Background: an optimization exercise with open tools, aiming at small area. Do not read the settings as production practice.
Function was checked by simulation only, so behaviour that the tests miss may differ from the original.
Power figures rest on the tool's default switching activity, not on a simulated workload.

## v27
==> flow/design.v (excerpt) <==
module dns_relay_query_id_table_unit #(
    parameter int TABLE_DEPTH = 8
) (
    input  logic        aclk,
    input  logic        aresetn,
    input  logic        s_tvalid,
    output logic        s_tready,
    input  logic [95:0] s_tdata,
    input  logic [1:0]  s_tuser,
    output logic        m_tvalid,
    input  logic        m_tready,
    output logic [71:0] m_tdata,
    output logic [2:0]  m_tuser,
    input  logic        cfg_wr_en,
    input  logic        cfg_index,
    input  logic [15:0] cfg_wdata
);
==> flow/config.mk <==
export PLATFORM = sky130hd
export DESIGN_NAME = dns_relay_query_id_table_unit
export DESIGN_NICKNAME = dns_relay_query_id_table_unit
export VERILOG_FILES = /design/flow/design.v
export SDC_FILE = /design/flow/constraint.sdc
export NUM_CORES = 4
export LEC_CHECK = 0
export ABC_AREA = 0
export CAP_MARGIN = 20
export CORE_MARGIN = 2
export CORE_UTILIZATION = 40
export PLACE_DENSITY = 0.8
export SLEW_MARGIN = 20
==> flow/constraint.sdc <==
create_clock -name core_clock -period 7.5 [get_ports {aclk}]
set_input_delay 1.5000 -clock core_clock [delete_from_list [all_inputs] [get_ports {aclk}]]
set_output_delay 1.5000 -clock core_clock [all_outputs]
set_load 0.01 [all_outputs]
standard.sh (not shown) runs the stock make flow with config.mk's settings and CLKGATE_MAP_FILE= SYNTH_SCRIPT=/design/flow/synth_recipe.tcl, a recipe that flattens the netlist after the stock synthesis.
==> flow/flow/run.sh <==
#!/bin/bash
# The standard layout (the standard.sh, unchanged synthesis, floorplan, power grid and
# tap cells) with two placement/CTS options changed:
#  - port buffers use the smallest buffer cell (every port still gets its buffer)
#  - clock tree: small clock buffers and no dummy loads
# make's full output goes to flow_make.log here; each ORFS step keeps its own log under orfs/logs.
set -euo pipefail
bash standard.sh \
  BUFFER_PORTS_ARGS="-buffer_cell sky130_fd_sc_hd__buf_1" \
  CTS_ARGS="-sink_clustering_enable -repair_clock_nets -dont_use_dummy_load -buf_list sky130_fd_sc_hd__clkbuf_4 -sink_clustering_size 10 -sink_clustering_max_diameter 50" \
  finish > flow_make.log 2>&1
Inputs modified between v27 and v15:
Settings: ABC_AREA changed from 0 to 1; PLACE_DENSITY removed (was 0.8).
==> flow/run.sh (new file) <==
#!/bin/bash
# synth_recipe.tcl (not shown) runs the flow's synth.tcl, then flattens the netlist and writes it again
# the make line also repeats each setting of config.mk as NAME=value (left out here)
make -C /OpenROAD-flow-scripts/flow DESIGN_CONFIG=/design/flow/config.mk WORK_HOME=/design/flow/orfs CLKGATE_MAP_FILE= SYNTH_SCRIPT=/design/flow/synth_recipe.tcl finish
removed: flow/flow/run.sh
removed: flow/standard.sh
Results
- v15 vs v27, arrival time of data at the critical path endpoint went down by 0.59 ns.
- v15 ended with less non-clock buffer count than v27.
- Going from v27 to v15, final setup slack of the worst path increased 0.51 ns; layout-stage area growth over the synthesis result increased 14 points.
- The final reports for v15 and v27 show non-clock buffer share of cell area higher in the former.
[inputs] v55 vs v15
==> flow/flow/run.sh (new file) <==
#!/bin/bash
# The standard layout (the standard.sh, unchanged synthesis, floorplan, power grid and
# tap cells) with two placement/CTS options changed:
#  - port buffers use the smallest buffer cell (every port still gets its buffer)
#  - clock tree: small clock buffers and no dummy loads
# make's full output goes to flow_make.log here; each ORFS step keeps its own log under orfs/logs.
set -euo pipefail
bash standard.sh \
  BUFFER_PORTS_ARGS="-buffer_cell sky130_fd_sc_hd__buf_1" \
  CTS_ARGS="-sink_clustering_enable -repair_clock_nets -dont_use_dummy_load -buf_list sky130_fd_sc_hd__clkbuf_4" \
  finish > flow_make.log 2>&1
==> flow/standard.sh (new file) <==
#!/bin/bash
# synth_recipe.tcl (not shown) runs the flow's synth.tcl, then flattens the netlist and writes it again
# the make line also repeats each setting of config.mk as NAME=value (left out here)
make -C /OpenROAD-flow-scripts/flow DESIGN_CONFIG=/design/flow/config.mk WORK_HOME=/design/flow/orfs CLKGATE_MAP_FILE= SYNTH_SCRIPT=/design/flow/synth_recipe.tcl "${@:-finish}"
removed: flow/run.sh
## What came out
v55 was carried through to the last stage, and its layout satisfied the timing, design-rule and antenna checks.
Sum of routed wire length over all layers, v15 and v55: higher on v15
Of the two values seen for standard cell with the maximum stage delay on the critical path, clkdlybuf4s50_1 was produced by v15 and buf_4 by v55.
Side by side, combinational group share of total power turned out higher in v55 than in v15.
Of v15 and v55, the lower signed area change from the synthesized netlist to the final layout belongs to v55.
Here is what was changed in the inputs of v52 compared with v55.
Settings: ABC_AREA: 1 -> 0.
--- a/flow/flow/run.sh
+++ b/flow/flow/run.sh
@@ -10 +10 @@
-  CTS_ARGS="-sink_clustering_enable -repair_clock_nets -dont_use_dummy_load -buf_list sky130_fd_sc_hd__clkbuf_4" \
+  CTS_ARGS="-sink_clustering_enable -repair_clock_nets -dont_use_dummy_load -buf_list sky130_fd_sc_hd__clkbuf_4 -sink_clustering_size 10 -sink_clustering_max_diameter 50" \
Findings:
Relative to v55, the share of final-layout standard cells stronger than drive strength 1 of v52 is lower by 0.75 points. Of the two values seen for destination of the critical timing path, o_id_reg[15]$_SDFFE_PP0P_ was produced by v55 and o_id_reg[12]$_SDFFE_PP0P_ by v52. Taking v55 as the reference, in v52 total met3 wirelength after detailed routing dropped 690 µm, final hold slack went up by 0.011 ns, period utilization increased by 7.0 points relative to the old numbers. Cmp v52 and v55 / HPWL reported at the end of detailed placement / higher: v55. v55 → v52: wire length of the first global-routing pass dropped 6.9%, number of hold violations in the final report barely changed, shortest period the worst path allows climbed 0.53 ns, post-route cell area dropped 3.9%. v52: number of buffers outside the clock class in the layout is 2 higher than what v55 reported. v55 ended up with b_reg[0]$_SDFF_PN0_ as its launch point of the critical path; v52 ended up with oldest_reg[0]$_SDFFE_PN0P_.

re-timing with driven ports:
No port has a modelled driver above. Below, the same layouts with a new extraction and two added sets of constraints.
Step 1 assumes that a clkbuf_16 drives the clock port and a buf_2 every other input.
Step 2 adds t to the input delays and takes it off the output delays; t is the mean of the earliest and latest rising clock arrival at the registers after step 1. Input paths then give back, and output paths get back, about the clock's delay inside the block.
Slacks: ideal / step 1 / step 2; pairs: ideal / step 1.
run	t, ns	slack for setup (ns)	latest minus earliest clock arrival (ns)	slew at the worst register clock pin (ns)	worst data-port slew with drivers (ns)
v27	0.837	0.952 / 0.952 / 0.952	0.112 / 0.112	0.11 / 0.11	0.08
v15	0.673	1.460 / 1.489 / 0.816	0.037 / 0.037	0.07 / 0.07	0.08
v55	0.957	1.760 / 1.760 / 1.240	0.127 / 0.127	0.07 / 0.07	0.08
v52	0.873	1.233 / 1.233 / 1.233	0.146 / 0.146	0.11 / 0.11	0.08
After both steps setup and hold are still met in every run listed. For v15, which loses most, drivers alone change the setup slack by +0.029 ns; drivers and shift together by -0.644 ns.
